This is an optimization exercise on Yosys and OpenROAD, whose aim is small area, not a production implementation.
In this exercise RTL edits were held to simulation tests only and were not proved equivalent to the original.
Power figures rest on the tool's default switching activity, not on a simulated workload.

--- flow/config.mk ---
export PLATFORM = sky130hd
export DESIGN_NAME = csr_file
export DESIGN_NICKNAME = csr_file
export VERILOG_FILES = /design/flow/design.v
export SDC_FILE = /design/flow/constraint.sdc
export NUM_CORES = 4
export LEC_CHECK = 0
export CAP_MARGIN = 20
export CORE_MARGIN = 2
export CORE_UTILIZATION = 50
export CTS_BUF_LIST = sky130_fd_sc_hd__clkbuf_4
export SLEW_MARGIN = 20
export SYNTH_HIERARCHICAL = 1
export SYNTH_MINIMUM_KEEP_SIZE = 0
--- flow/constraint.sdc ---
create_clock -name core_clock -period 6.0 [get_ports {clk_i}]
set_input_delay 1.2000 -clock core_clock [delete_from_list [all_inputs] [get_ports {clk_i}]]
set_output_delay 1.2000 -clock core_clock [all_outputs]
set_load 0.01 [all_outputs]
--- flow/design.v ---
`timescale 1ns/1ps
package csr_pkg;
  typedef enum logic [11:0] {
    CSR_MVENDORID  = 12'hF11,
    CSR_MARCHID    = 12'hF12,
    CSR_MIMPID     = 12'hF13,
    CSR_MHARTID    = 12'hF14,
    CSR_MCONFIGPTR = 12'hF15,
    CSR_MSTATUS    = 12'h300,
    CSR_MISA       = 12'h301,
    CSR_MIE        = 12'h304,
    CSR_MTVEC      = 12'h305,
    CSR_MCOUNTEREN = 12'h306,
    CSR_MSTATUSH   = 12'h310,
    CSR_MSCRATCH   = 12'h340,
    CSR_MEPC       = 12'h341,
    CSR_MCAUSE     = 12'h342,
    CSR_MTVAL      = 12'h343,
    CSR_MIP        = 12'h344,
    CSR_MCYCLE     = 12'hB00,
    CSR_MINSTRET   = 12'hB02,
    CSR_MCYCLEH    = 12'hB80,
    CSR_MINSTRETH  = 12'hB82,
    CSR_CYCLE      = 12'hC00,   
    CSR_INSTRET    = 12'hC02,
    CSR_CYCLEH     = 12'hC80,
    CSR_INSTRETH   = 12'hC82
  } csr_addr_e;
  typedef enum logic [2:0] {
    STALL_NONE,
    STALL_IMISS,    
    STALL_DMISS,    
    STALL_ALU,      
    STALL_FENCEI
  } stall_e;
  typedef struct packed {
    logic       mie;
    logic       mpie;
    logic [1:0] mpp;    
  } mstatus_t;
  typedef struct packed {
    logic                 rd_en;
    logic                 wr_en;
    csr_addr_e            addr;
    logic [32-1:0] wdata;
  } csr_req_t;
  typedef struct packed {
    logic [32-1:0] epc;
    logic [32-1:0] cause;
    logic [32-1:0] tval;
  } trap_info_t;
  typedef struct packed {
    logic msip;
    logic mtip;
    logic meip;
  } irq_t;
  typedef struct packed {
    mstatus_t             mstatus;
    logic [32-1:0] mie;
    logic [32-1:0] mtvec;
    logic [32-1:0] mscratch;
    logic [32-1:0] mepc;
    logic [32-1:0] mcause;
    logic [32-1:0] mtval;
  } trap_state_t;
  typedef struct packed {
    logic [63:0] mcycle;
    logic [63:0] minstret;
  } counter_state_t;
endpackage
`timescale 1ns/1ps
module csr_ha (
  input  logic a,
  input  logic b,
  output logic s,
  output logic co
);
  assign s  = a ^ b;
  assign co = a & b;
endmodule
module csr_xor2 (
  input  logic a,
  input  logic b,
  output logic y
);
  assign y = a ^ b;
endmodule
module csr_a22o (
  input  logic a1, a2,
  input  logic b1, b2,
  output logic x
);
  assign x = (a1 & a2) | (b1 & b2);
endmodule
module csr_a222oi (
  input  logic a1, a2,
  input  logic b1, b2,
  input  logic c1, c2,
  output logic y
);
  assign y = !((a1 & a2) | (b1 & b2) | (c1 & c2));
endmodule
module csr_nand3 (
  input  logic a, b, c,
  output logic y
);
  assign y = !(a & b & c);
endmodule
module csr_nand4 (
  input  logic a, b, c, d,
  output logic y
);
  assign y = !(a & b & c & d);
endmodule
`timescale 1ns/1ps
module csr_read_bit (
  input  logic [8:0] v,        
  input  logic [8:0] s,        
  input  logic       extra_n,  
  output logic       y
);
  logic y0, y1, y2;
  csr_a222oi u0 (.a1(v[0]), .a2(s[0]), .b1(v[1]), .b2(s[1]), .c1(v[2]), .c2(s[2]), .y(y0));
  csr_a222oi u1 (.a1(v[3]), .a2(s[3]), .b1(v[4]), .b2(s[4]), .c1(v[5]), .c2(s[5]), .y(y1));
  csr_a222oi u2 (.a1(v[6]), .a2(s[6]), .b1(v[7]), .b2(s[7]), .c1(v[8]), .c2(s[8]), .y(y2));
  csr_nand4  u3 (.a(y0), .b(y1), .c(y2), .d(extra_n), .y(y));
endmodule
`timescale 1ns/1ps
module csr_file (
  input  logic                 clk_i,
  input  logic                 rst_ni,
  input  logic [45:0]          req_i,          
  input  logic [2:0]           stall_i,        
  input  logic                 trap_i,         
  input  logic                 mret_i,         
  input  logic [95:0]          trap_info_i,    
  input  logic [2:0]           irq_i,          
  output logic [32-1:0] csr_rdata_o,
  output logic [32-1:0] mtvec_o,
  output logic [32-1:0] mepc_o
);
  logic        rd_en, wr_en;
  logic [11:0] addr;
  logic [31:0] wdata;
  logic [31:0] epc, cause, tval;
  assign rd_en = req_i[45];
  assign wr_en = req_i[44];
  assign addr  = req_i[43:32];
  assign wdata = req_i[31:0];
  assign epc   = trap_info_i[95:64];
  assign cause = trap_info_i[63:32];
  assign tval  = trap_info_i[31:0];
  logic        mie_bit, mpie_bit;
  logic [2:0]  mie_q;        
  logic [31:0] mtvec_q, mscratch_q, mepc_q, mcause_q, mtval_q;
  logic [63:0] mcycle_q, minstret_q;
  logic active, trap_v, wr_tr, wr_cnt;
  assign active = (stall_i == 3'd0) || trap_i;
  assign trap_v = trap_i && rst_ni;
  assign wr_cnt = wr_en && active && !trap_i;
  assign wr_tr  = wr_cnt && !mret_i;
  logic a300, a304, a305, a340, a341, a342, a343, a344, a301, af12;
  logic amcyc, amcych, aminst, aminsth;    
  logic ucyc, ucych, uinst, uinsth;        
  assign a300    = addr == 12'h300;
  assign a301    = addr == 12'h301;
  assign a304    = addr == 12'h304;
  assign a305    = addr == 12'h305;
  assign a340    = addr == 12'h340;
  assign a341    = addr == 12'h341;
  assign a342    = addr == 12'h342;
  assign a343    = addr == 12'h343;
  assign a344    = addr == 12'h344;
  assign af12    = addr == 12'hF12;
  assign amcyc   = addr == 12'hB00;
  assign amcych  = addr == 12'hB80;
  assign aminst  = addr == 12'hB02;
  assign aminsth = addr == 12'hB82;
  assign ucyc    = addr == 12'hC00;
  assign ucych   = addr == 12'hC80;
  assign uinst   = addr == 12'hC02;
  assign uinsth  = addr == 12'hC82;
  logic w_mie, w_mtvec, w_mscratch, w_mepc, w_mcause, w_mtval;
  logic h_mie, h_mtvec, h_mscratch, h_mepc, h_mcause, h_mtval;
  logic w_cyc_lo, w_cyc_hi, w_inst_lo, w_inst_hi;
  logic h_cyc_lo, h_cyc_hi, h_inst_lo, h_inst_hi;
  assign w_mie      = rst_ni && wr_tr && a304;
  assign w_mtvec    = rst_ni && wr_tr && a305;
  assign w_mscratch = rst_ni && wr_tr && a340;
  assign w_mepc     = rst_ni && wr_tr && a341;
  assign w_mcause   = rst_ni && wr_tr && a342;
  assign w_mtval    = rst_ni && wr_tr && a343;
  assign h_mie      = rst_ni && !(wr_tr && a304);
  assign h_mtvec    = rst_ni && !(wr_tr && a305);
  assign h_mscratch = rst_ni && !(wr_tr && a340);
  assign h_mepc     = rst_ni && !trap_i && !(wr_tr && a341);
  assign h_mcause   = rst_ni && !trap_i && !(wr_tr && a342);
  assign h_mtval    = rst_ni && !trap_i && !(wr_tr && a343);
  assign w_cyc_lo   = rst_ni && wr_cnt && amcyc;
  assign w_cyc_hi   = rst_ni && wr_cnt && amcych;
  assign w_inst_lo  = rst_ni && wr_cnt && aminst;
  assign w_inst_hi  = rst_ni && wr_cnt && aminsth;
  assign h_cyc_lo   = rst_ni && !(wr_cnt && amcyc);
  assign h_cyc_hi   = rst_ni && !(wr_cnt && amcych);
  assign h_inst_lo  = rst_ni && !(wr_cnt && aminst);
  assign h_inst_hi  = rst_ni && !(wr_cnt && aminsth);
  logic [2:0]  mie_d;
  logic [31:0] mtvec_d, mscratch_d, mepc_n, mcause_n, mtval_n;
  logic [2:0]  mie_wd;
  assign mie_wd = {wdata[11], wdata[7], wdata[3]};
  for (genvar i = 0; i < 3; i++) begin : g_mie
    csr_a22o u_mie (.a1(mie_q[i]), .a2(h_mie), .b1(mie_wd[i]), .b2(w_mie), .x(mie_d[i]));
  end
  for (genvar i = 0; i < 32; i++) begin : g_trap
    csr_a22o   u_mtvec    (.a1(mtvec_q[i]),    .a2(h_mtvec),    .b1(wdata[i]), .b2(w_mtvec),    .x(mtvec_d[i]));
    csr_a22o   u_mscratch (.a1(mscratch_q[i]), .a2(h_mscratch), .b1(wdata[i]), .b2(w_mscratch), .x(mscratch_d[i]));
    csr_a222oi u_mepc   (.a1(mepc_q[i]),   .a2(h_mepc),   .b1(epc[i]),   .b2(trap_v), .c1(wdata[i]), .c2(w_mepc),   .y(mepc_n[i]));
    csr_a222oi u_mcause (.a1(mcause_q[i]), .a2(h_mcause), .b1(cause[i]), .b2(trap_v), .c1(wdata[i]), .c2(w_mcause), .y(mcause_n[i]));
    csr_a222oi u_mtval  (.a1(mtval_q[i]),  .a2(h_mtval),  .b1(tval[i]),  .b2(trap_v), .c1(wdata[i]), .c2(w_mtval),  .y(mtval_n[i]));
  end
  always_ff @(posedge clk_i) begin
    mie_q      <= mie_d;
    mtvec_q    <= mtvec_d;
    mscratch_q <= mscratch_d;
    mepc_q     <= ~mepc_n;
    mcause_q   <= ~mcause_n;
    mtval_q    <= ~mtval_n;
  end
  always_ff @(posedge clk_i) begin
    if (!rst_ni) begin
      mie_bit  <= 1'b0;
      mpie_bit <= 1'b0;
    end else if (trap_i) begin
      mie_bit  <= 1'b0;
      mpie_bit <= mie_bit;
    end else if (active && mret_i) begin
      mie_bit  <= mpie_bit;
      mpie_bit <= 1'b1;
    end else if (wr_tr && a300) begin
      mie_bit  <= wdata[3];
      mpie_bit <= wdata[7];
    end
  end
  logic cyc_en, inst_en;
  assign cyc_en  = active;
  assign inst_en = active && !trap_i && !(wr_cnt && (aminst || aminsth));
  logic [63:0] cyc_inc, inst_inc;      
  logic [63:0] cyc_d, inst_d;
  logic [7:0]  cyc_g, inst_g;          
  logic [7:0]  cyc_pre, inst_pre;      
  logic [7:0]  cyc_cin, inst_cin;      
  logic [64:0] cyc_c, inst_c;          
  for (genvar k = 0; k < 8; k++) begin : g_grp
    assign cyc_g[k]  = &mcycle_q[8*k +: 8];
    assign inst_g[k] = &minstret_q[8*k +: 8];
    if (k == 0) begin : g_first
      assign cyc_pre[k]  = 1'b1;
      assign inst_pre[k] = 1'b1;
      assign cyc_cin[k]  = cyc_en;
      assign inst_cin[k] = inst_en;
    end else begin : g_rest
      assign cyc_pre[k]  = cyc_pre[k-1]  && cyc_g[k-1];
      assign inst_pre[k] = inst_pre[k-1] && inst_g[k-1];
      assign cyc_cin[k]  = cyc_en  && cyc_pre[k];
      assign inst_cin[k] = inst_en && inst_pre[k];
    end
    assign cyc_c[8*k]  = cyc_cin[k];
    assign inst_c[8*k] = inst_cin[k];
    for (genvar j = 0; j < 8; j++) begin : g_bit
      if (j < 7) begin : g_ha
        csr_ha u_cyc  (.a(mcycle_q[8*k+j]),   .b(cyc_c[8*k+j]),  .s(cyc_inc[8*k+j]),  .co(cyc_c[8*k+j+1]));
        csr_ha u_inst (.a(minstret_q[8*k+j]), .b(inst_c[8*k+j]), .s(inst_inc[8*k+j]), .co(inst_c[8*k+j+1]));
      end else begin : g_top
        csr_xor2 u_cyc  (.a(mcycle_q[8*k+j]),   .b(cyc_c[8*k+j]),  .y(cyc_inc[8*k+j]));
        csr_xor2 u_inst (.a(minstret_q[8*k+j]), .b(inst_c[8*k+j]), .y(inst_inc[8*k+j]));
      end
    end
  end
  for (genvar i = 0; i < 32; i++) begin : g_cnt
    csr_a22o u_cyc_lo  (.a1(cyc_inc[i]),     .a2(h_cyc_lo),  .b1(wdata[i]), .b2(w_cyc_lo),  .x(cyc_d[i]));
    csr_a22o u_cyc_hi  (.a1(cyc_inc[i+32]),  .a2(h_cyc_hi),  .b1(wdata[i]), .b2(w_cyc_hi),  .x(cyc_d[i+32]));
    csr_a22o u_inst_lo (.a1(inst_inc[i]),    .a2(h_inst_lo), .b1(wdata[i]), .b2(w_inst_lo), .x(inst_d[i]));
    csr_a22o u_inst_hi (.a1(inst_inc[i+32]), .a2(h_inst_hi), .b1(wdata[i]), .b2(w_inst_hi), .x(inst_d[i+32]));
  end
  always_ff @(posedge clk_i) begin
    mcycle_q   <= cyc_d;
    minstret_q <= inst_d;
  end
  logic s_mstatus, s_mie, s_mip, s_misa, s_march;
  logic [8:0] sel;
  assign s_mstatus = rd_en && a300;
  assign s_misa    = rd_en && a301;
  assign s_mie     = rd_en && a304;
  assign s_mip     = rd_en && a344;
  assign s_march   = rd_en && af12;
  assign sel[0]    = rd_en && a305;
  assign sel[1]    = rd_en && a340;
  assign sel[2]    = rd_en && a341;
  assign sel[3]    = rd_en && a342;
  assign sel[4]    = rd_en && a343;
  assign sel[5]    = rd_en && (amcyc   || ucyc);
  assign sel[6]    = rd_en && (amcych  || ucych);
  assign sel[7]    = rd_en && (aminst  || uinst);
  assign sel[8]    = rd_en && (aminsth || uinsth);
  logic [31:0] small_word;    
  always_comb begin
    small_word     = '0;
    small_word[0]  = s_march;
    small_word[2]  = s_march || s_misa;
    small_word[3]  = (s_mstatus && mie_bit)  || (s_mie && mie_q[0]) || (s_mip && irq_i[2]);
    small_word[7]  = (s_mstatus && mpie_bit) || (s_mie && mie_q[1]) || (s_mip && irq_i[1]);
    small_word[8]  = s_misa;
    small_word[11] = s_mstatus || (s_mie && mie_q[2]) || (s_mip && irq_i[0]);
    small_word[12] = s_mstatus || s_misa;
    small_word[30] = s_misa;
  end
  for (genvar i = 0; i < 32; i++) begin : g_rd
    csr_read_bit u_rd (
      .v       ({minstret_q[i+32], minstret_q[i], mcycle_q[i+32], mcycle_q[i],
                 mtval_q[i], mcause_q[i], mepc_q[i], mscratch_q[i], mtvec_q[i]}),
      .s       (sel),
      .extra_n (!small_word[i]),
      .y       (csr_rdata_o[i])
    );
  end
  assign mtvec_o = mtvec_q;
  assign mepc_o  = mepc_q;
endmodule
--- flow/flow/run.sh ---
#!/bin/bash
# Standard ORFS layout, with the port buffers made from the smallest buffer cell
set -e
export BUFFER_PORTS_ARGS="-buffer_cell sky130_fd_sc_hd__buf_1"
bash standard.sh > standard.log 2>&1
--- flow/standard.sh ---
#!/bin/bash
# synth_recipe.tcl (not shown) runs the flow's synth.tcl, then flattens the netlist and writes it again
# the make line also repeats each setting of config.mk as NAME=value (left out here)
make -C /OpenROAD-flow-scripts/flow DESIGN_CONFIG=/design/flow/config.mk WORK_HOME=/design/flow/orfs CLKGATE_MAP_FILE= SYNTH_SCRIPT=/design/flow/synth_recipe.tcl "${@:-finish}"
==> results.json, run 1 <==
{
  "result_of_the_run": "no timing/DRC/antenna violations",
  "kind_of_end_point_of_the_critical_path": "output port",
  "synth-compound-area-share_pct": 30.3,
  "grt_setup_unrepaired": "no",
  "die_width_um": 163,
  "groute.usage.overall_pct": 33.5,
  "core_um2": 25000,
  "vias_per_cell": 6.60,
  "netlist.top_cell.by_area": "sky130_fd_sc_hd__dfxtp_1",
  "htree_num_levels": 3,
  "post-dp-hpwl_um": 29200,
  "synth_top_family_by_area": "compound AO/OA/AOI/OAI gates",
  "max_freq_ghz": 0.196,
  "start_util_pct": 50.6,
  "layout.nets": 1754,
  "tritoncts_buffers": 79,
  "peakVddDrop_uv": 161,
  "maxCapViolCount": 0,
  "fin_crit_ns": 5.09,
  "r2r-end": "mcycle_q[63]",
  "y_dimension_of_the_die_um": 163,
  "insertion_delay_ns": 0.68,
  "setup_total_negative_slack_ns": 0,
  "min_to": "mie_q[0]",
  "synthFlopType": "sky130_fd_sc_hd__dfxtp_1",
  "hold_violations": 0,
  "synth.area.top_cells": "sky130_fd_sc_hd__dfxtp_1 (46%), sky130_fd_sc_hd__a222oi_1 (15%), sky130_fd_sc_hd__a22o_1 (14%)",
  "cts_resized": 0,
  "pin_count_of_the_biggest_net_entering_global_routing": 63,
  "final_antenna_net_count": 0,
  "top_level_ports": 248,
  "register_to_register_setup_slack_ns": 2.37,
  "netlist_area_um2": 12600,
  "clock-root-buffer": "sky130_fd_sc_hd__clkbuf_4",
  "worst_endpoint_data_arrival_time_ns": 3.89,
  "max-slew-margin-rel_pct": 26.6,
  "remaining_drc_errors": 0,
  "post_route_cells_drive_above_1_share_pct": 12.5,
  "netlist.area_leader.share_pct": 46.5,
  "worst_path_max_delay_cell": "sky130_fd_sc_hd__and2_1",
  "via_count": 12400,
  "grt_pass1_vias": 11500,
  "post_synth_fa_ha_maj_area_fraction_pct": 11.1,
  "critPathLaunchType": "input port",
  "synth_seq_cells": 293,
  "min_from": "mie_q[0]",
  "grt_first_pass_wirelength_um": 68300,
  "timing_worst_setup_path_type": "input port to output port",
  "worst_pin_slew_ns": 1.10,
  "setup_violations": 0,
  "worst_path_largest_cell_delay_ns": 0.67,
  "regToRegStartpoint": "mcycle_q[7]",
  "cts_num_sinks": 293,
  "timing.critical_path.required_ns": 4.80,
  "cts_tree": "yes",
  "ff2ff_path_depth": 13,
  "buffer_ports.inserted": 247,
  "syn_to_final_growth_pct": 22.7,
  "powerDensity_nw_per_um2": 264,
  "final_global_route_overflow_total": 0,
  "seq_area_frac_synth_pct": 46.5,
  "synth-edff-count": 0,
  "finClkSkew_ns": 0.0330,
  "count_of_hold_buffers_inserted_by_post_cts_repair": 0,
  "floorplan.die_area_um2": 26500,
  "post-layout-total-power_uw": 4090,
  "drt_pre_antenna_iters": 10,
  "static-leakage-power_uw": 0.00708,
  "synthXorXnorAreaFrac_pct": 1.11,
  "hold_path.class": "flop to flop",
  "most_frequently_used_cell_type_in_the_post_synthesis_netlist": "sky130_fd_sc_hd__dfxtp_1",
  "yosys_warnings": 7,
  "top_fanout_value_on_the_critical_path": 14,
  "cts.path.max_buffers": 3,
  "crit_path_cell_trace": "buf_1 -> nor4_1 -> buf_4 -> nand4b_1 -> nor3_1 -> and2_1 -> buf_4 -> a222oi_1 -> nand4_1 -> buf_1",
  "post_drt_wl_per_cell_um": 24.3,
  "antenna_found_initial": 1,
  "ys_top_cells_by_count": "sky130_fd_sc_hd__dfxtp_1 (293), sky130_fd_sc_hd__a22o_1 (195), sky130_fd_sc_hd__a222oi_1 (192)",
  "fraction_of_the_mapped_netlist_area_in_simple_logic_gates_pct": 7.57,
  "synth-async-reset-ratio_pct": 0,
  "number_of_cells_on_the_worst_hold_path": 1,
  "timing.final.crit_share_pct": 84.9,
  "drtIter0Drc": 2213,
  "post_synth_mux_area_share_pct": 0,
  "drv_slew": 0,
  "cell_row_count": 58,
  "post_synth_num_cell_types": 47,
  "place_congestion": 0.870,
  "synth_area_per_cell_um2": 11.4,
  "syn-instance-count": 1110,
  "wirelength_um": 45600,
  "post_cts.repair.setup_buffers": 0,
  "cts.reportedPaths.clkPinSlew_ns": 0.06
}
per-module statistics from Yosys (local to each module, per instance), a selection:
| module | area [um2] | flip-flops and latches |
|---|---|---|
| csr_nand4 | 6.26 | 0 |
| csr_a222oi | 10.0 | 0 |
| csr_file | 7250 | 293 |
| csr_a22o | 8.76 | 0 |
| csr_xor2 | 8.76 | 0 |
| csr_ha | 12.5 | 0 |
layer usage:
| layer | vias up | wire (um) | track usage, % |
|---|---|---|---|
| met1 | 5979 | 19500 | 46.8 |
| met3 | 83 | 5000 | 7.21 |
| met5 | - | 0 | 0 |
| li1 | 5594 | - | - |
| met4 | 0 | 1050 | 13.1 |
| met2 | 739 | 20000 | 50.6 |
worst max-delay path by stage:
stage                   start              end  slack (ns)  cells past startpoint
floorplan           req_i[32]   csr_rdata_o[0]        0.69                      6
global placement    req_i[37]   csr_rdata_o[2]        1.03                      9
detailed placement  req_i[37]   csr_rdata_o[2]         1.0                      9
CTS                 req_i[37]   csr_rdata_o[2]        1.00                      9
global route        req_i[37]  csr_rdata_o[13]        0.69                     10
finish              req_i[39]   csr_rdata_o[8]        0.91                     10
worst max-delay path, delay by kind of cell:
family | cells | cell delay, ns
AO/OA/AOI/OAI | 1 | 0.15
AND/OR/NAND/NOR | 5 | 1.63
buffers and inverters | 4 | 0.90
area by class of cell:
class                   instances  area (um2)
clock inverters                18         131
diodes                          2        5.00
multi-input cells             728        6550
flip-flops and latches        293        5870
inverters                     106         398
clock buffers                 120         901
fillers                      2246        9470
repair buffers                282        1230
well taps                     330         413
registers in the layout (all words and copies together), names as in the netlist:
name,cells
mcycle_q,64
minstret_q,64
mcause_q,32
mepc_q,32
mscratch_q,32
mtval_q,32
mtvec_q,32
mie_q,3
mie_bit,1
mpie_bit,1
per-stage QoR:
| step | hold WS [ns] | std cells | area, um2 | setup slack [ns] | utilization, % |
|---|---|---|---|---|---|
| floorplan | 0.456 | 1133 | 12700 | 0.688 | - |
| global placement | 0.468 | 1739 | 14500 | 1.03 | 57.9 |
| detailed placement | 0.471 | 1739 | 14500 | 0.997 | 57.9 |
| CTS | 0.487 | 1877 | 15500 | 1.00 | 62.0 |
| global route | 0.500 | 1879 | 15500 | 0.689 | 62.1 |
| finish | 0.489 | 1879 | 15500 | 0.909 | 62.1 |
where the power goes:
group	internal (uW)	switching [uW]	leakage [uW]
Sequential	1990	27.0	0.00238
Clock	996	832	0.000614
Combinational	76.7	170	0.00409
Total	3060	1030	0.00708
kinds of logic (layout without fill, tap and decap cells):
logic type               after synthesis  after routing
other                                  1             26
adder cells (fa/ha/maj)              112            112
flip-flops                           293            293
buffers and inverters                112            526
XOR/XNOR                              16             16
AND/OR/NAND/NOR                      160            160
AO/OA/AOI/OAI                        416            416
placed cells by master (no fill, tap or decap), drive strengths merged, types with 4 or more instances in the layout:
cell type	Yosys	layout
inv	106	107
nand3	7	7
a222oi	192	192
buf	5	282
dfxtp	293	293
conb	1	24
and3	4	4
nor2b	5	5
nor4	8	8
a31oi	5	5
a21oi	10	10
a22o	195	195
ha	112	112
nor2	22	22
xor2	16	16
nand4	60	60
clkinv	0	14
nand2	14	14
nor3	13	13
clkbuf	1	120
==> run 2, diff against run 1 <==
==> flow/flow/run.sh (replaced) <==
#!/bin/bash
# Standard ORFS layout with two changes: the port buffers use the smallest buffer cell, and
# the clock tree uses larger sink clusters without dummy loads.
set -e
export BUFFER_PORTS_ARGS="-buffer_cell sky130_fd_sc_hd__buf_1"
export CTS_ARGS="-sink_clustering_enable -repair_clock_nets -dont_use_dummy_load -buf_list sky130_fd_sc_hd__clkbuf_8 -sink_clustering_size 15 -sink_clustering_max_diameter 80"
bash standard.sh > standard.log 2>&1
--- a/flow/config.mk
+++ b/flow/config.mk
@@ -9,4 +9,3 @@
 export CORE_MARGIN = 2
-export CORE_UTILIZATION = 50
-export CTS_BUF_LIST = sky130_fd_sc_hd__clkbuf_4
+export CORE_UTILIZATION = 60
 export SLEW_MARGIN = 20
==> run 2 against run 1 <==
Compared with the run above:
- first-iteration DRC count decreased by 15%
- clock skew increased by 0.014 ns
- combinational power about the same
- clock power decreased by 48%
- sequential power about the same
- global-route usage increased by 4.2 points
- highest routed layer unchanged
- register-to-register slack improved by 0.27 ns
- largest cell class unchanged
- die area decreased by 16%
==> results.json, run 2 <==
{
  "syn_to_final_growth_pct": 16.2,
  "worst_path_max_delay_cell": "sky130_fd_sc_hd__and2_1",
  "max-slew-margin-rel_pct": 22.0,
  "cts.reportedPaths.clkPinSlew_ns": 0.06,
  "hold_path.class": "flop to flop",
  "tritoncts_buffers": 23,
  "groute.usage.overall_pct": 37.7,
  "place_congestion": 0.906,
  "cts_tree": "yes",
  "critical_path.top_delay_family": "simple AND/OR/NAND/NOR gates",
  "insertion_delay_ns": 0.57,
  "grt_first_pass_wirelength_um": 64900,
  "antenna_found_initial": 0,
  "syn-instance-count": 1110,
  "critical-path-top-cell-by-count": "sky130_fd_sc_hd__buf_1",
  "kind_of_end_point_of_the_critical_path": "output port",
  "buffer_ports.inserted": 247,
  "setup_total_negative_slack_ns": 0,
  "maxCapViolCount": 0,
  "mostFrequentLayoutCell": "sky130_fd_sc_hd__dfxtp_1",
  "synth_seq_cells": 293,
  "powerDensity_nw_per_um2": 219,
  "most_frequently_used_cell_type_in_the_post_synthesis_netlist": "sky130_fd_sc_hd__dfxtp_1",
  "post_route_cells_drive_above_1_share_pct": 6.34,
  "count_of_hold_buffers_inserted_by_post_cts_repair": 0,
  "die_width_um": 149,
  "post_drt_wl_per_cell_um": 25.6,
  "seq_area_frac_synth_pct": 46.5,
  "worst_path_largest_cell_delay_ns": 0.93,
  "static-leakage-power_uw": 0.00664,
  "final_antenna_net_count": 0,
  "peakVddDrop_uv": 161,
  "start_util_pct": 60.6,
  "synth.area.top_cells": "sky130_fd_sc_hd__dfxtp_1 (46%), sky130_fd_sc_hd__a222oi_1 (15%), sky130_fd_sc_hd__a22o_1 (14%)",
  "crit_path_cell_trace": "buf_1 -> nor4b_2 -> and4_1 -> and2_1 -> buf_4 -> a222oi_1 -> nand4_1 -> buf_1",
  "yosys_warnings": 7,
  "post-dp-hpwl_um": 28200,
  "htree_num_levels": 1,
  "netlist_area_um2": 12600,
  "setup_violations": 0,
  "cts_resized": 0,
  "netlist.area_leader.share_pct": 46.5,
  "post_synth_num_cell_types": 47,
  "worst_pin_slew_ns": 1.17,
  "timing.final.crit_share_pct": 87.0,
  "drtIter0Drc": 1891,
  "core_um2": 20800,
  "top_fanout_value_on_the_critical_path": 18,
  "cts_num_sinks": 293,
  "clock-root-buffer": "sky130_fd_sc_hd__clkbuf_8",
  "fin_crit_ns": 5.22,
  "hold_violations": 0,
  "cts.path.max_buffers": 3,
  "grt_setup_unrepaired": "no",
  "fillerInstances": 1702,
  "top_level_ports": 248,
  "drv_slew": 0,
  "max_freq_ghz": 0.192,
  "largest_registers": "mcycle_q: 64 flops, minstret_q: 64 flops",
  "final_global_route_overflow_total": 0,
  "floorplan.die_area_um2": 22200,
  "via_count": 12200,
  "highest_count_cells_in_the_layout_ignoring_fill_and_taps": "sky130_fd_sc_hd__dfxtp_1 (293), sky130_fd_sc_hd__buf_1 (247), sky130_fd_sc_hd__a22o_1 (195), sky130_fd_sc_hd__a222oi_1 (192), sky130_fd_sc_hd__ha_1 (112)",
  "multi_input_area_um2": 6530,
  "netlist.top_cell.by_area": "sky130_fd_sc_hd__dfxtp_1",
  "worst_endpoint_data_arrival_time_ns": 4.02,
  "timing.critical_path.buf_inv": 3,
  "y_dimension_of_the_die_um": 149,
  "synth-edff-count": 0,
  "synth_area_per_cell_um2": 11.4,
  "grt_pass1_vias": 11200,
  "vias_per_cell": 7.14,
  "ys_top_cells_by_count": "sky130_fd_sc_hd__dfxtp_1 (293), sky130_fd_sc_hd__a22o_1 (195), sky130_fd_sc_hd__a222oi_1 (192)",
  "cell_row_count": 53,
  "synthFlopType": "sky130_fd_sc_hd__dfxtp_1",
  "postLayoutCoreUtil_pct": 70.4,
  "result_of_the_run": "no timing/DRC/antenna violations",
  "critPathLaunchType": "input port",
  "remaining_drc_errors": 0,
  "timing_worst_setup_path_type": "input port to output port",
  "synth-async-reset-ratio_pct": 0,
  "pin_count_of_the_biggest_net_entering_global_routing": 60,
  "post_cts.repair.setup_buffers": 0,
  "timing.critical_path.required_ns": 4.80,
  "layout.area.seq_um2": 5870,
  "wirelength_um": 43800,
  "layout.nets": 1701,
  "finClkSkew_ns": 0.0470,
  "drt_pre_antenna_iters": 15,
  "antenna_cells": 0
}
-- run 2: kinds of logic (layout without fill, tap and decap cells) --
group	Yosys count	in the layout	share of synthesized area (%)
buffers and inverters	112	414	3.43
AO/OA/AOI/OAI	416	416	30.3
adder cells (fa/ha/maj)	112	112	11.1
XOR/XNOR	16	16	1.11
other	1	24	0.0297
flip-flops	293	293	46.5
AND/OR/NAND/NOR	160	160	7.57
-- run 2: per-layer routing --
layer	GRT usage (%)	share of wire [%]
met5	0	0
met4	11.6	2.7
met3	9.85	13
met2	58.4	44
met1	51.8	40
-- run 2: per-stage QoR --
stage                     hold slack (ns)  area, um2  total power (uW)  std cells  setup slack [ns]
after detailed placement            0.471      14400              2290       1687             0.955
after global routing                0.503      14700              3320       1710             0.671
after floorplan                     0.456      12700              2150       1133             0.688
after global placement              0.468      14400              2290       1687             0.974
after CTS                           0.496      14700              3210       1710             0.940
final                               0.493      14700              3210       1710             0.780
-- run 2: power breakdown --
group          internal, uW  total (uW)  switching (uW)
clock network           344         952             608
registers              1980        2010            27.4
logic                  76.4         246             169
total                  2400        3210             805
-- run 2: cell type report --
class	instances	share of cell area [%]
multi-input combinational	728	44.5
tap	275	2.35
inverter	106	2.71
sequential	293	40.0
clock buffer	23	2.16
timing repair buffer	285	8.27
-- run 2: worst register-to-register path, stage by stage (launching register included) --
cell and delay [ns]:
sky130_fd_sc_hd__dfxtp_1 0.39, sky130_fd_sc_hd__nand4_1 0.20, sky130_fd_sc_hd__nor4_1 0.57, sky130_fd_sc_hd__nand3_1 0.25, sky130_fd_sc_hd__nor4_1 0.47, sky130_fd_sc_hd__ha_1 0.24, sky130_fd_sc_hd__ha_1 0.17, sky130_fd_sc_hd__ha_1 0.15
sky130_fd_sc_hd__ha_1 0.14, sky130_fd_sc_hd__ha_1 0.14, sky130_fd_sc_hd__ha_1 0.14, sky130_fd_sc_hd__ha_1 0.22, sky130_fd_sc_hd__a22o_1 0.22
-- run 2: worst paths after layout --
check	startpoint	end	slack [ns]	cells past startpoint
setup / recovery	req_i[37]	csr_rdata_o[30]	0.78	8
hold / removal	mscratch_q[27]	mscratch_q[27]	0.49	1
setup reg to reg	mcycle_q[23]	mcycle_q[62]	2.64	12
hold reg to reg	mscratch_q[27]	mscratch_q[27]	0.49	1
-- run 2: Yosys stat by module, one instance, submodules excluded, excerpt --
module,cell area (um2),cells,times used
csr_a222oi,10.0,1,192
csr_a22o,8.76,1,195
csr_xor2,8.76,1,16
csr_file,7250,563,1
csr_ha,12.5,1,112
csr_nand4,6.26,1,32
==> run 3, diff against run 2 <==
--- a/flow/design.v
+++ b/flow/design.v
@@ -118,2 +118,13 @@
   input  logic [8:0] s,        
+  output logic       y
+);
+  logic y0, y1, y2;
+  csr_a222oi u0 (.a1(v[0]), .a2(s[0]), .b1(v[1]), .b2(s[1]), .c1(v[2]), .c2(s[2]), .y(y0));
+  csr_a222oi u1 (.a1(v[3]), .a2(s[3]), .b1(v[4]), .b2(s[4]), .c1(v[5]), .c2(s[5]), .y(y1));
+  csr_a222oi u2 (.a1(v[6]), .a2(s[6]), .b1(v[7]), .b2(s[7]), .c1(v[8]), .c2(s[8]), .y(y2));
+  csr_nand3  u3 (.a(y0), .b(y1), .c(y2), .y(y));
+endmodule
+module csr_read_bitx (
+  input  logic [8:0] v,        
+  input  logic [8:0] s,        
   input  logic       extra_n,  
@@ -154,3 +165,6 @@
   logic [2:0]  mie_q;        
-  logic [31:0] mtvec_q, mscratch_q, mepc_q, mcause_q, mtval_q;
+  logic [31:0] mscratch_q, mcause_q, mtval_q;
+  logic [31:0] mtvec_q, mepc_q;    
+  assign mtvec_q = mtvec_o;
+  assign mepc_q  = mepc_o;
   logic [63:0] mcycle_q, minstret_q;
@@ -222,5 +236,5 @@
     mie_q      <= mie_d;
-    mtvec_q    <= mtvec_d;
+    mtvec_o    <= mtvec_d;
     mscratch_q <= mscratch_d;
-    mepc_q     <= ~mepc_n;
+    mepc_o     <= ~mepc_n;
     mcause_q   <= ~mcause_n;
@@ -316,13 +330,21 @@
   end
+  localparam logic [31:0] EXTRA_BITS = 32'h4000_198D;    
   for (genvar i = 0; i < 32; i++) begin : g_rd
-    csr_read_bit u_rd (
-      .v       ({minstret_q[i+32], minstret_q[i], mcycle_q[i+32], mcycle_q[i],
-                 mtval_q[i], mcause_q[i], mepc_q[i], mscratch_q[i], mtvec_q[i]}),
-      .s       (sel),
-      .extra_n (!small_word[i]),
-      .y       (csr_rdata_o[i])
-    );
+    if (EXTRA_BITS[i]) begin : g_x
+      csr_read_bitx u_rd (
+        .v       ({minstret_q[i+32], minstret_q[i], mcycle_q[i+32], mcycle_q[i],
+                   mtval_q[i], mcause_q[i], mepc_q[i], mscratch_q[i], mtvec_q[i]}),
+        .s       (sel),
+        .extra_n (!small_word[i]),
+        .y       (csr_rdata_o[i])
+      );
+    end else begin : g_n
+      csr_read_bit u_rd (
+        .v ({minstret_q[i+32], minstret_q[i], mcycle_q[i+32], mcycle_q[i],
+             mtval_q[i], mcause_q[i], mepc_q[i], mscratch_q[i], mtvec_q[i]}),
+        .s (sel),
+        .y (csr_rdata_o[i])
+      );
+    end
   end
-  assign mtvec_o = mtvec_q;
-  assign mepc_o  = mepc_q;
 endmodule
==> run 3 against run 2 <==
Compared with the run above:
- fmax rose by 13%
- critical path depth up 2
- sequential power barely moved
- first-iteration DRC count is 3.4% lower
- synthesized area shrank 0.69%
- largest cell class unchanged
- setup slack better by 0.61 ns
- sequential share of layout area grew 0.42 points
==> results.json, run 3 <==
{
  "result_of_the_run": "no timing/DRC/antenna violations",
  "synth_seq_cells": 293,
  "synth_area_per_cell_um2": 11.3,
  "post_route_cells_drive_above_1_share_pct": 6.61,
  "timing.critical_path.required_ns": 4.80,
  "highest_count_cells_in_the_layout_ignoring_fill_and_taps": "sky130_fd_sc_hd__dfxtp_1 (293), sky130_fd_sc_hd__buf_1 (247), sky130_fd_sc_hd__a22o_1 (198), sky130_fd_sc_hd__a222oi_1 (192), sky130_fd_sc_hd__ha_1 (112)",
  "cts.path.max_buffers": 3,
  "timing.final.crit_share_pct": 76.9,
  "layout.nets": 1673,
  "mostFrequentLayoutCell": "sky130_fd_sc_hd__dfxtp_1",
  "cell_row_count": 52,
  "place_congestion": 0.950,
  "postLayoutCoreUtil_pct": 71.3,
  "fillerInstances": 1610,
  "synthFlopType": "sky130_fd_sc_hd__dfxtp_1",
  "layout.area.seq_um2": 5870,
  "place_area_um2": 14200,
  "maxCapViolCount": 0,
  "synth-async-reset-ratio_pct": 0,
  "pin_count_of_the_biggest_net_entering_global_routing": 58,
  "drv_slew": 0,
  "post_drt_wl_per_cell_um": 25.3,
  "p_int_uw": 2400,
  "critPathLaunchType": "input port",
  "vias_per_cell": 7.19,
  "power_frac_clock_pct": 30.1,
  "cts.reportedPaths.clkPinSlew_ns": 0.09,
  "remaining_drc_errors": 0,
  "antenna_found_initial": 0,
  "post_synth_num_cell_types": 38,
  "finClkSkew_ns": 0.0353,
  "antenna_cells": 0,
  "top_level_ports": 248,
  "timing_worst_setup_path_type": "input port to output port",
  "cts_tree": "yes",
  "powerDensity_nw_per_um2": 220,
  "groute.usage.overall_pct": 36.9,
  "final_design_area_no_fill_um2": 14500,
  "post_cts.repair.setup_buffers": 0,
  "cts_num_sinks": 293,
  "insertion_delay_ns": 0.58,
  "seq_area_frac_synth_pct": 46.8,
  "synth-edff-count": 0,
  "cts_resized": 0,
  "syn-instance-count": 1105,
  "grt_first_pass_wirelength_um": 64100,
  "peakVddDrop_uv": 177,
  "worst_endpoint_data_arrival_time_ns": 3.41,
  "hold_violations": 0,
  "htree_num_levels": 1,
  "netlist.area_leader.share_pct": 46.8,
  "largest_registers": "mcycle_q: 64 flops, minstret_q: 64 flops",
  "buffer_ports.inserted": 247,
  "setup_violations": 0,
  "pwr-share-comb_pct": 7.1,
  "drtIter0Drc": 1826,
  "most_frequently_used_cell_type_in_the_post_synthesis_netlist": "sky130_fd_sc_hd__dfxtp_1",
  "max_freq_ghz": 0.217,
  "floorplan.die_area_um2": 22100,
  "yosys_warnings": 7,
  "kind_of_end_point_of_the_critical_path": "output port",
  "start_util_pct": 61.6,
  "ys_top_cells_by_count": "sky130_fd_sc_hd__dfxtp_1 (293), sky130_fd_sc_hd__a22o_1 (198), sky130_fd_sc_hd__a222oi_1 (192)",
  "setup_total_negative_slack_ns": 0,
  "y_dimension_of_the_die_um": 149,
  "post-dp-hpwl_um": 27900,
  "tritoncts_buffers": 23,
  "max-slew-margin-rel_pct": 18.0,
  "netSwitchingPower_uw": 802,
  "synth.area.top_cells": "sky130_fd_sc_hd__dfxtp_1 (47%), sky130_fd_sc_hd__a222oi_1 (15%), sky130_fd_sc_hd__a22o_1 (14%)",
  "worst_pin_slew_ns": 1.23,
  "netlist.top_cell.by_area": "sky130_fd_sc_hd__dfxtp_1",
  "syn_to_final_growth_pct": 15.8,
  "wirelength_um": 42500,
  "count_of_hold_buffers_inserted_by_post_cts_repair": 0,
  "hold_path.class": "flop to flop",
  "netlist_area_um2": 12500,
  "clock-root-buffer": "sky130_fd_sc_hd__clkbuf_8",
  "fin_crit_ns": 4.61,
  "grt_pass1_vias": 11600,
  "p_seq_share_pct": 62.8,
  "top_fanout_value_on_the_critical_path": 16,
  "final_antenna_net_count": 0,
  "final_global_route_overflow_total": 0,
  "core_um2": 20400,
  "multi_input_area_um2": 6380,
  "die_width_um": 149,
  "drt_pre_antenna_iters": 14,
  "swShare_pct": 25.1,
  "static-leakage-power_uw": 0.00661,
  "via_count": 12100,
  "grt_setup_unrepaired": "no"
}
[run 3: area by class of cell]
type / instances / share of cell area (%)
clock buffers: 23 / 2.18
inverters: 104 / 2.69
multi-input cells: 703 / 43.9
flip-flops and latches: 293 / 40.4
well taps: 270 / 2.33
repair buffers: 284 / 8.44
[run 3: routing by layer]
layer | global-route usage, % | share of wire, % | vias up
met5 | 0 | 0 | -
met4 | 16.2 | 3.8 | 0
met3 | 7.64 | 11 | 114
met2 | 60.1 | 47 | 788
li1 | - | - | 5326
met1 | 47.7 | 38 | 5822
[run 3: final timing paths]
kind                          to  slack, ns            from  cells after the start
hold / removal    mscratch_q[23]       0.50  mscratch_q[23]                      1
setup reg to reg    mcycle_q[63]       2.68    mcycle_q[23]                     13
setup / recovery  csr_rdata_o[8]       1.39       req_i[39]                     10
hold reg to reg   mscratch_q[23]       0.50  mscratch_q[23]                      1
[run 3: critical path, cell delays in order]
cell and delay (ns):
sky130_fd_sc_hd__buf_1 0.15, sky130_fd_sc_hd__nor4b_1 0.28, sky130_fd_sc_hd__buf_4 0.20, sky130_fd_sc_hd__nand2_1 0.06, sky130_fd_sc_hd__nor3_1 0.52, sky130_fd_sc_hd__and2_1 0.24
sky130_fd_sc_hd__buf_4 0.30, sky130_fd_sc_hd__a222oi_1 0.14, sky130_fd_sc_hd__nand4_1 0.13, sky130_fd_sc_hd__buf_1 0.19
[run 3: Yosys stat by module (local to each module, per instance), excerpt]
module	cells	flops+latches	area [um2]
csr_a222oi	1	0	10.0
csr_a22o	1	0	8.76
csr_file	558	293	7190
csr_ha	1	0	12.5
csr_nand3	1	0	5.00
csr_nand4	1	0	6.26
csr_xor2	1	0	8.76
[run 3: kinds of logic after synthesis]
group / Yosys count / synth area share (%)
buffers and inverters: 109 / 3.33
AOI/OAI and AO/OA: 412 / 30.3
DFF: 293 / 46.8
adders and majority gates: 112 / 11.2
and+or+nand+nor: 163 / 7.32
xor gates and xnor gates: 16 / 1.12
[run 3: power groups by stage]
stage	combinational (uW)	clock, uW	sequential (uW)
2_1_floorplan	85.0	0	2050
3_3_place_gp	214	0	2050
3_5_place_dp	221	0	2060
4_1_cts	222	976	2010
5_1_grt	243	1050	2020
6_report	226	963	2010
[run 3: stage by stage]
stage	std cells	hold WS (ns)	setup slack [ns]	power [uW]
after global routing	1677	0.512	1.25	3300
after CTS	1677	0.496	1.42	3210
after global placement	1653	0.467	1.39	2270
final	1677	0.495	1.39	3200
after detailed placement	1654	0.473	1.32	2280
after floorplan	1105	0.456	0.666	2140
==> run 4, diff against run 3 <==
--- a/flow/design.v
+++ b/flow/design.v
@@ -257,2 +257,4 @@
   end
+  localparam int GW = 16;           
+  localparam int NG = 64 / GW;      
   logic cyc_en, inst_en;
@@ -260,11 +262,11 @@
   assign inst_en = active && !trap_i && !(wr_cnt && (aminst || aminsth));
-  logic [63:0] cyc_inc, inst_inc;      
-  logic [63:0] cyc_d, inst_d;
-  logic [7:0]  cyc_g, inst_g;          
-  logic [7:0]  cyc_pre, inst_pre;      
-  logic [7:0]  cyc_cin, inst_cin;      
-  logic [64:0] cyc_c, inst_c;          
-  for (genvar k = 0; k < 8; k++) begin : g_grp
-    assign cyc_g[k]  = &mcycle_q[8*k +: 8];
-    assign inst_g[k] = &minstret_q[8*k +: 8];
+  logic [63:0]   cyc_inc, inst_inc;      
+  logic [63:0]   cyc_d, inst_d;
+  logic [NG-1:0] cyc_g, inst_g;          
+  logic [NG-1:0] cyc_pre, inst_pre;      
+  logic [NG-1:0] cyc_cin, inst_cin;      
+  logic [64:0]   cyc_c, inst_c;          
+  for (genvar k = 0; k < NG; k++) begin : g_grp
+    assign cyc_g[k]  = &mcycle_q[GW*k +: GW];
+    assign inst_g[k] = &minstret_q[GW*k +: GW];
     if (k == 0) begin : g_first
@@ -280,11 +282,11 @@
     end
-    assign cyc_c[8*k]  = cyc_cin[k];
-    assign inst_c[8*k] = inst_cin[k];
-    for (genvar j = 0; j < 8; j++) begin : g_bit
-      if (j < 7) begin : g_ha
-        csr_ha u_cyc  (.a(mcycle_q[8*k+j]),   .b(cyc_c[8*k+j]),  .s(cyc_inc[8*k+j]),  .co(cyc_c[8*k+j+1]));
-        csr_ha u_inst (.a(minstret_q[8*k+j]), .b(inst_c[8*k+j]), .s(inst_inc[8*k+j]), .co(inst_c[8*k+j+1]));
+    assign cyc_c[GW*k]  = cyc_cin[k];
+    assign inst_c[GW*k] = inst_cin[k];
+    for (genvar j = 0; j < GW; j++) begin : g_bit
+      if (j < GW-1) begin : g_ha
+        csr_ha u_cyc  (.a(mcycle_q[GW*k+j]),   .b(cyc_c[GW*k+j]),  .s(cyc_inc[GW*k+j]),  .co(cyc_c[GW*k+j+1]));
+        csr_ha u_inst (.a(minstret_q[GW*k+j]), .b(inst_c[GW*k+j]), .s(inst_inc[GW*k+j]), .co(inst_c[GW*k+j+1]));
       end else begin : g_top
-        csr_xor2 u_cyc  (.a(mcycle_q[8*k+j]),   .b(cyc_c[8*k+j]),  .y(cyc_inc[8*k+j]));
-        csr_xor2 u_inst (.a(minstret_q[8*k+j]), .b(inst_c[8*k+j]), .y(inst_inc[8*k+j]));
+        csr_xor2 u_cyc  (.a(mcycle_q[GW*k+j]),   .b(cyc_c[GW*k+j]),  .y(cyc_inc[GW*k+j]));
+        csr_xor2 u_inst (.a(minstret_q[GW*k+j]), .b(inst_c[GW*k+j]), .y(inst_inc[GW*k+j]));
       end
==> flow/flow/run.sh (replaced) <==
#!/bin/bash
# Standard ORFS layout with two changes: the port buffers use the smallest buffer cell, and
# the clock tree uses larger sink clusters without dummy loads.
set -e
export BUFFER_PORTS_ARGS="-buffer_cell sky130_fd_sc_hd__buf_1"
export CTS_ARGS="-sink_clustering_enable -repair_clock_nets -dont_use_dummy_load -buf_list sky130_fd_sc_hd__clkbuf_8 -sink_clustering_size 18 -sink_clustering_max_diameter 80"
bash standard.sh > standard.log 2>&1
--- a/flow/config.mk
+++ b/flow/config.mk
@@ -7,6 +7,6 @@
 export LEC_CHECK = 0
-export CAP_MARGIN = 20
+export CAP_MARGIN = 5
 export CORE_MARGIN = 2
-export CORE_UTILIZATION = 60
-export SLEW_MARGIN = 20
+export CORE_UTILIZATION = 70
+export SLEW_MARGIN = 5
 export SYNTH_HIERARCHICAL = 1
==> run 4 against run 3 <==
Compared with the run above:
- core utilization up 11 points
- die area is 14% lower
- fmax is 7.9% lower
- first-iteration DRC count increased by 13%
- largest cell class unchanged
==> results.json, run 4 <==
{
  "hold_path.class": "flop to flop",
  "count_of_hold_buffers_inserted_by_post_cts_repair": 0,
  "cts_resized": 0,
  "tritoncts_buffers": 20,
  "largest_registers": "mcycle_q: 64 flops, minstret_q: 64 flops",
  "drt_pre_antenna_iters": 13,
  "cts_tree": "yes",
  "place_area_um2": 13900,
  "wirelength_um": 40900,
  "crit_path_cell_trace": "buf_1 -> nor4b_1 -> a31oi_1 -> and4_1 -> ha_1 -> ha_1 -> ha_1 -> ha_1 -> ha_1 -> ha_1 -> ha_1 -> ha_1 -> ha_1 -> ha_1 -> ha_1 -> ha_1 -> ha_1 -> ha_1 -> ha_1 -> xor2_1 -> a22o_1",
  "cts.reportedPaths.clkPinSlew_ns": 0.11,
  "result_of_the_run": "no timing/DRC/antenna violations",
  "syn_to_final_growth_pct": 14.0,
  "critPathLaunchType": "input port",
  "ff2ff_path_depth": 21,
  "crit_path_end": "minstret_q[63]",
  "worst_path_max_delay_cell": "sky130_fd_sc_hd__nor4b_1",
  "pin_count_of_the_biggest_net_entering_global_routing": 97,
  "register_to_register_setup_slack_ns": 1.68,
  "cts_num_sinks": 293,
  "netlist.top_cell.by_area": "sky130_fd_sc_hd__dfxtp_1",
  "via_count": 12000,
  "synth-async-reset-ratio_pct": 0,
  "final_design_area_no_fill_um2": 14200,
  "post_synth_num_cell_types": 48,
  "synthFlopType": "sky130_fd_sc_hd__dfxtp_1",
  "layout.nets": 1635,
  "htree_num_levels": 1,
  "number_of_cells_on_the_worst_hold_path": 1,
  "final_global_route_overflow_total": 0,
  "die_width_um": 137,
  "regToRegStartpoint": "mcycle_q[28]",
  "synth_area_per_cell_um2": 11.6,
  "ys_top_cells_by_count": "sky130_fd_sc_hd__dfxtp_1 (293), sky130_fd_sc_hd__a22o_1 (195), sky130_fd_sc_hd__a222oi_1 (194)",
  "fin_crit_ns": 5.01,
  "kind_of_end_point_of_the_critical_path": "flop",
  "max_freq_ghz": 0.200,
  "fillerInstances": 1157,
  "timing.critical_path.required_ns": 6.46,
  "synth_seq_cells": 293,
  "mostFrequentLayoutCell": "sky130_fd_sc_hd__dfxtp_1",
  "worst_path_largest_cell_delay_ns": 0.41,
  "yosys_warnings": 7,
  "crit_path_start": "req_i[33]",
  "netlist_area_um2": 12500,
  "post_drt_wl_per_cell_um": 25.8,
  "netlist.area_leader.share_pct": 47.0,
  "post-dp-hpwl_um": 26800,
  "worst_pin_slew_ns": 1.32,
  "y_dimension_of_the_die_um": 137,
  "hold_violations": 0,
  "floorplan.die_area_um2": 18900,
  "top_fanout_value_on_the_critical_path": 7,
  "fin_worst_hold_slack_ns": 0.498,
  "static-leakage-power_uw": 0.00652,
  "grt_first_pass_wirelength_um": 61400,
  "post_route_cells_drive_above_1_share_pct": 6.10,
  "clock-root-buffer": "sky130_fd_sc_hd__clkbuf_8",
  "vias_per_cell": 7.56,
  "seq_area_frac_synth_pct": 47.0,
  "syn-instance-count": 1071,
  "setup_violations": 0,
  "timing.final.crit_share_pct": 83.4,
  "peakVddDrop_uv": 238,
  "synth-edff-count": 0,
  "core_um2": 17400,
  "groute.usage.overall_pct": 42.2,
  "antenna_found_initial": 0,
  "buffer_ports.inserted": 247,
  "r2r-end": "mcycle_q[63]",
  "post_cts.repair.setup_buffers": 0,
  "drv_slew": 0,
  "setup_total_negative_slack_ns": 0,
  "antenna_cells": 0,
  "powerDensity_nw_per_um2": 220,
  "final_antenna_net_count": 0,
  "cell_row_count": 48,
  "place_congestion": 1.01,
  "worst_endpoint_data_arrival_time_ns": 5.46,
  "synth.area.top_cells": "sky130_fd_sc_hd__dfxtp_1 (47%), sky130_fd_sc_hd__a222oi_1 (16%), sky130_fd_sc_hd__a22o_1 (14%)",
  "grt_pass1_vias": 11100,
  "cts.path.max_buffers": 3,
  "top_level_ports": 248,
  "maxCapViolCount": 0,
  "timing_worst_setup_path_type": "input port to flop",
  "insertion_delay_ns": 0.56,
  "most_frequently_used_cell_type_in_the_post_synthesis_netlist": "sky130_fd_sc_hd__dfxtp_1",
  "drtIter0Drc": 2056,
  "highest_count_cells_in_the_layout_ignoring_fill_and_taps": "sky130_fd_sc_hd__dfxtp_1 (293), sky130_fd_sc_hd__buf_1 (247), sky130_fd_sc_hd__a22o_1 (195), sky130_fd_sc_hd__a222oi_1 (194), sky130_fd_sc_hd__ha_1 (120)",
  "finClkSkew_ns": 0.0476,
  "start_util_pct": 71.8,
  "grt_setup_unrepaired": "no",
  "remaining_drc_errors": 0,
  "critical-path-top-cell-by-count": "sky130_fd_sc_hd__ha_1",
  "max-slew-margin-rel_pct": 11.8
}
## run 4: area by class of cell
cell class	count	area, um2	share of cell area [%]
inverter	100	375	2.64
tap	225	282	1.98
multi-input combinational	677	6300	44.3
timing repair buffer	271	1120	7.87
sequential	293	5870	41.2
clock buffer	20	275	1.94
## run 4: power breakdown
group / internal (uW) / switching, uW
registers: 1980 / 27.3
clock network: 302 / 600
logic: 68.3 / 153
total: 2360 / 780
## run 4: kinds of logic (layout without fill, tap and decap cells)
family | after synthesis | in the layout | synth area share [%]
adders and majority gates | 120 | 120 | 12.0
DFF | 293 | 293 | 47.0
xor gates and xnor gates | 8 | 8 | 0.562
and+or+nand+nor | 139 | 139 | 6.87
AOI/OAI and AO/OA | 410 | 410 | 30.4
buffers and inverters | 101 | 391 | 3.07
## run 4: metal layers
metal	up-vias	global-route usage [%]	routed length, um
met4	0	17.6	1510
met2	951	67.1	18800
met1	5699	56.5	15200
met3	136	7.80	5450
li1	5205	-	-
met5	-	0	0
## run 4: stage by stage
| stage | worst slack [ns] | utilization (%) | power, uW | cells |
|---|---|---|---|---|
| 2_1_floorplan | 0.782 | - | 2140 | 1071 |
| 3_3_place_gp | 0.566 | 80.3 | 2260 | 1566 |
| 6_report | 0.993 | 81.9 | 3140 | 1586 |
| 4_1_cts | 1.07 | 81.9 | 3120 | 1586 |
| 5_1_grt | 0.674 | 81.9 | 3210 | 1586 |
| 3_5_place_dp | 0.492 | 80.3 | 2270 | 1566 |
## run 4: critical path: cells and delay by family
kind / cells / cell delay, ns
AO/OA/AOI/OAI: 2 / 0.54
XOR/XNOR: 1 / 0.16
AND/OR/NAND/NOR: 2 / 0.66
adder cells (fa/ha/maj): 15 / 2.72
buffers and inverters: 1 / 0.19
## run 4: Yosys stat by module, one instance, submodules excluded, a selection
| module | flops+latches | copies in the design |
|---|---|---|
| csr_file | 293 | 1 |
| csr_ha | 0 | 120 |
| csr_a222oi | 0 | 192 |
| csr_a22o | 0 | 195 |
| csr_xor2 | 0 | 8 |
| csr_nand4 | 0 | 8 |
| csr_nand3 | 0 | 24 |
## run 4: worst min-delay path by stage
stage / startpoint / end
floorplan: mie_q[0] / mie_q[0]
global placement: mscratch_q[15] / mscratch_q[15]
detailed placement: mscratch_q[5] / mscratch_q[5]
CTS: mscratch_q[3] / mscratch_q[3]
global route: mscratch_q[20] / mscratch_q[20]
finish: mscratch_q[2] / mscratch_q[2]
==> run 5, diff against run 4 <==
--- a/flow/config.mk
+++ b/flow/config.mk
@@ -7,6 +7,6 @@
 export LEC_CHECK = 0
-export CAP_MARGIN = 5
+export CAP_MARGIN = 20
 export CORE_MARGIN = 2
-export CORE_UTILIZATION = 70
-export SLEW_MARGIN = 5
+export CORE_UTILIZATION = 60
+export SLEW_MARGIN = 20
 export SYNTH_HIERARCHICAL = 1
==> run 5 against run 4 <==
Compared with the run above:
- still clean on timing, DRC and antenna
- first-iteration DRC count down 7.0%
- critical path depth is 13 lower
- routed wire length rose by 1.2%
- cell count is 3.0% higher
- die area up 16%
- largest cell class unchanged
==> results.json, run 5 <==
{
  "timing.final.crit_share_pct": 85.6,
  "worst_path_largest_cell_delay_ns": 0.96,
  "powerDensity_nw_per_um2": 218,
  "top_fanout_value_on_the_critical_path": 18,
  "post_synth_num_cell_types": 48,
  "via_count": 11700,
  "drtIter0Drc": 1912,
  "ys_top_cells_by_count": "sky130_fd_sc_hd__dfxtp_1 (293), sky130_fd_sc_hd__a22o_1 (195), sky130_fd_sc_hd__a222oi_1 (194)",
  "netlist.area_leader.share_pct": 47.0,
  "result_of_the_run": "no timing/DRC/antenna violations",
  "post-dp-hpwl_um": 27200,
  "setup_violations": 0,
  "antenna_found_initial": 0,
  "post_drt_wl_per_cell_um": 25.3,
  "static-leakage-power_uw": 0.00654,
  "drv_slew": 0,
  "placed_cells_incl_taps": 1613,
  "timing.critical_path.required_ns": 4.80,
  "largest_registers": "mcycle_q: 64 flops, minstret_q: 64 flops",
  "worst_endpoint_data_arrival_time_ns": 3.94,
  "antenna_cells": 0,
  "final_antenna_net_count": 0,
  "insertion_delay_ns": 0.56,
  "worst_path_max_delay_cell": "sky130_fd_sc_hd__nor3_2",
  "synth-async-reset-ratio_pct": 0,
  "grt_pass1_vias": 10700,
  "ff2ff_path_depth": 20,
  "synthFlopType": "sky130_fd_sc_hd__dfxtp_1",
  "hold_violations": 0,
  "cts.path.max_buffers": 3,
  "y_dimension_of_the_die_um": 148,
  "cts.reportedPaths.clkPinSlew_ns": 0.07,
  "setup_total_negative_slack_ns": 0,
  "clock-root-buffer": "sky130_fd_sc_hd__clkbuf_8",
  "crit_path_cell_trace": "buf_1 -> nor2_1 -> nand3b_1 -> nor3_2 -> buf_4 -> a222oi_1 -> nand3_1 -> buf_1",
  "vias_per_cell": 7.19,
  "floorplan.die_area_um2": 22000,
  "grt_setup_unrepaired": "no",
  "count_of_hold_buffers_inserted_by_post_cts_repair": 0,
  "hold_path.class": "flop to flop",
  "mostFrequentLayoutCell": "sky130_fd_sc_hd__dfxtp_1",
  "wirelength_um": 41400,
  "synth_area_per_cell_um2": 11.6,
  "netlist_area_um2": 12500,
  "timing_worst_setup_path_type": "input port to output port",
  "postLayoutCoreUtil_pct": 70.6,
  "post_route_cells_drive_above_1_share_pct": 6.45,
  "remaining_drc_errors": 0,
  "critPathLaunchType": "input port",
  "multi_input_area_um2": 6320,
  "htree_num_levels": 1,
  "top_level_ports": 248,
  "max-slew-margin-rel_pct": 25.4,
  "final_global_route_overflow_total": 0,
  "netlist.top_cell.by_area": "sky130_fd_sc_hd__dfxtp_1",
  "register_to_register_setup_slack_ns": 1.53,
  "number_of_cells_on_the_worst_hold_path": 1,
  "worst_pin_slew_ns": 1.11,
  "synth-edff-count": 0,
  "syn_to_final_growth_pct": 15.0,
  "synth.area.top_cells": "sky130_fd_sc_hd__dfxtp_1 (47%), sky130_fd_sc_hd__a222oi_1 (16%), sky130_fd_sc_hd__a22o_1 (14%)",
  "place_congestion": 0.950,
  "syn-instance-count": 1071,
  "maxCapViolCount": 0,
  "yosys_warnings": 7,
  "finClkSkew_ns": 0.0356,
  "seq_area_frac_synth_pct": 47.0,
  "grt_first_pass_wirelength_um": 62000,
  "cts_resized": 0,
  "cts_tree": "yes",
  "cell_row_count": 52,
  "synth_seq_cells": 293,
  "finish.cell_count_without_fillers": 1634,
  "start_util_pct": 61.4,
  "layout.nets": 1638,
  "layout.area.seq_um2": 5870,
  "cts_num_sinks": 293,
  "fillerInstances": 1634,
  "core_um2": 20300,
  "critical-path-top-cell-by-count": "sky130_fd_sc_hd__buf_1",
  "min_from": "mscratch_q[3]",
  "tritoncts_buffers": 20,
  "peakVddDrop_uv": 185,
  "drt_pre_antenna_iters": 14,
  "buffer_ports.inserted": 247,
  "pin_count_of_the_biggest_net_entering_global_routing": 97,
  "die_width_um": 148,
  "highest_count_cells_in_the_layout_ignoring_fill_and_taps": "sky130_fd_sc_hd__dfxtp_1 (293), sky130_fd_sc_hd__buf_1 (247), sky130_fd_sc_hd__a22o_1 (195), sky130_fd_sc_hd__a222oi_1 (194), sky130_fd_sc_hd__ha_1 (120)",
  "min_to": "mscratch_q[3]",
  "fin_crit_ns": 5.14,
  "max_freq_ghz": 0.195,
  "kind_of_end_point_of_the_critical_path": "output port",
  "r2r-end": "mcycle_q[47]",
  "groute.usage.overall_pct": 36.2,
  "most_frequently_used_cell_type_in_the_post_synthesis_netlist": "sky130_fd_sc_hd__dfxtp_1",
  "regToRegStartpoint": "mcycle_q[7]",
  "post_cts.repair.setup_buffers": 0
}
-- run 5: cell counts after synthesis --
Identical to the previous run, type by type.
-- run 5: report_power, final --
group / leakage (uW) / switching (uW) / internal [uW]
logic: 0.00402 / 153 / 71.3
clock network: 0.000144 / 595 / 302
registers: 0.00238 / 26.4 / 1980
total: 0.00654 / 775 / 2360
-- run 5: layout make-up --
cell class	count	share of cell area, %
Clock buffer	20	1.92
Inverter	100	2.62
Tap cell	270	2.36
Multi-Input combinational cell	677	44.1
Sequential cell	293	40.9
Timing Repair Buffer	274	8.11
-- run 5: routing by layer --
layer,wire length (um),share of wire [%],global-route usage [%],vias to the layer above
met3,4660,11,7.15,89
met1,16700,40,49.7,5682
li1,-,-,-,5197
met5,0,0,0,-
met2,18900,46,57.7,778
met4,1140,2.8,11.6,0
-- run 5: stage by stage --
step | hold WS (ns) | worst slack (ns) | area (um2) | power, uW
after floorplan | 0.457 | 0.782 | 12500 | 2140
after global placement | 0.467 | 0.563 | 14000 | 2260
after detailed placement | 0.473 | 0.461 | 14000 | 2270
after CTS | 0.495 | 1.01 | 14300 | 3140
after global routing | 0.511 | 0.764 | 14300 | 3240
final | 0.490 | 0.865 | 14300 | 3130
-- run 5: logic make-up after synthesis --
logic type	share of synthesized area [%]
adder cells (fa/ha/maj)	12.0
AND/OR/NAND/NOR	6.87
flip-flops	47.0
AO/OA/AOI/OAI	30.4
buffers and inverters	3.07
XOR/XNOR	0.562
-- run 5: worst max-delay path, delay by kind of cell --
kind	cells	cell delay, ns
and+or+nand+nor	4	1.89
AOI/OAI and AO/OA	1	0.16
buffers and inverters	3	0.68
-- run 5: worst max path at each step --
| stage | from | endpoint | slack (ns) | cells after the start |
|---|---|---|---|---|
| 3_3_place_gp | req_i[32] | minstret_q[63] | 0.56 | 21 |
| 3_5_place_dp | req_i[33] | minstret_q[63] | 0.46 | 21 |
| 5_1_grt | req_i[35] | csr_rdata_o[5] | 0.76 | 8 |
| 4_1_cts | req_i[33] | minstret_q[63] | 1.01 | 21 |
| 6_report | req_i[35] | csr_rdata_o[5] | 0.86 | 8 |
| 2_1_floorplan | req_i[32] | minstret_q[63] | 0.78 | 20 |
-- run 5: Yosys stat by module, one instance, submodules excluded, a selection --
module | flops+latches | copies in the design
csr_a222oi | 0 | 192
csr_nand4 | 0 | 8
csr_xor2 | 0 | 8
csr_nand3 | 0 | 24
csr_file | 293 | 1
csr_ha | 0 | 120
csr_a22o | 0 | 195

[separate check: timing with driven ports]
Ports are ideal in the flow. The routed layouts listed here were re-timed in OpenROAD. Step 1, drivers: a clkbuf_16 drives clk_i and a buf_2 each remaining input, both assumed. Step 2 moves the port delays by t, midway between the first and last clock arrival at a register: inputs arrive t later, outputs are due t later. That takes back most of the time a late clock gives input paths. Slacks: ideal / step 1 / step 2; pairs: ideal / step 1.
run | t, ns | setup slack, ns | worst setup path after step 2 | clock arrival spread, ns
run 1 | 0.710 | 0.909 / 0.888 / 0.888 | input to output | 0.035 / 0.035
run 2 | 0.593 | 0.780 / 0.759 / 0.759 | input to output | 0.047 / 0.047
run 3 | 0.613 | 1.388 / 1.367 / 1.277 | input to register | 0.037 / 0.038
run 4 | 0.581 | 0.993 / 1.020 / 0.439 | input to register | 0.047 / 0.048
run 5 | 0.584 | 0.865 / 0.845 / 0.402 | input to register | 0.038 / 0.038
After both steps every run listed still meets setup and hold. The setup slack of run 4, which loses most, moves by +0.027 ns with the drivers and by -0.554 ns with both steps.
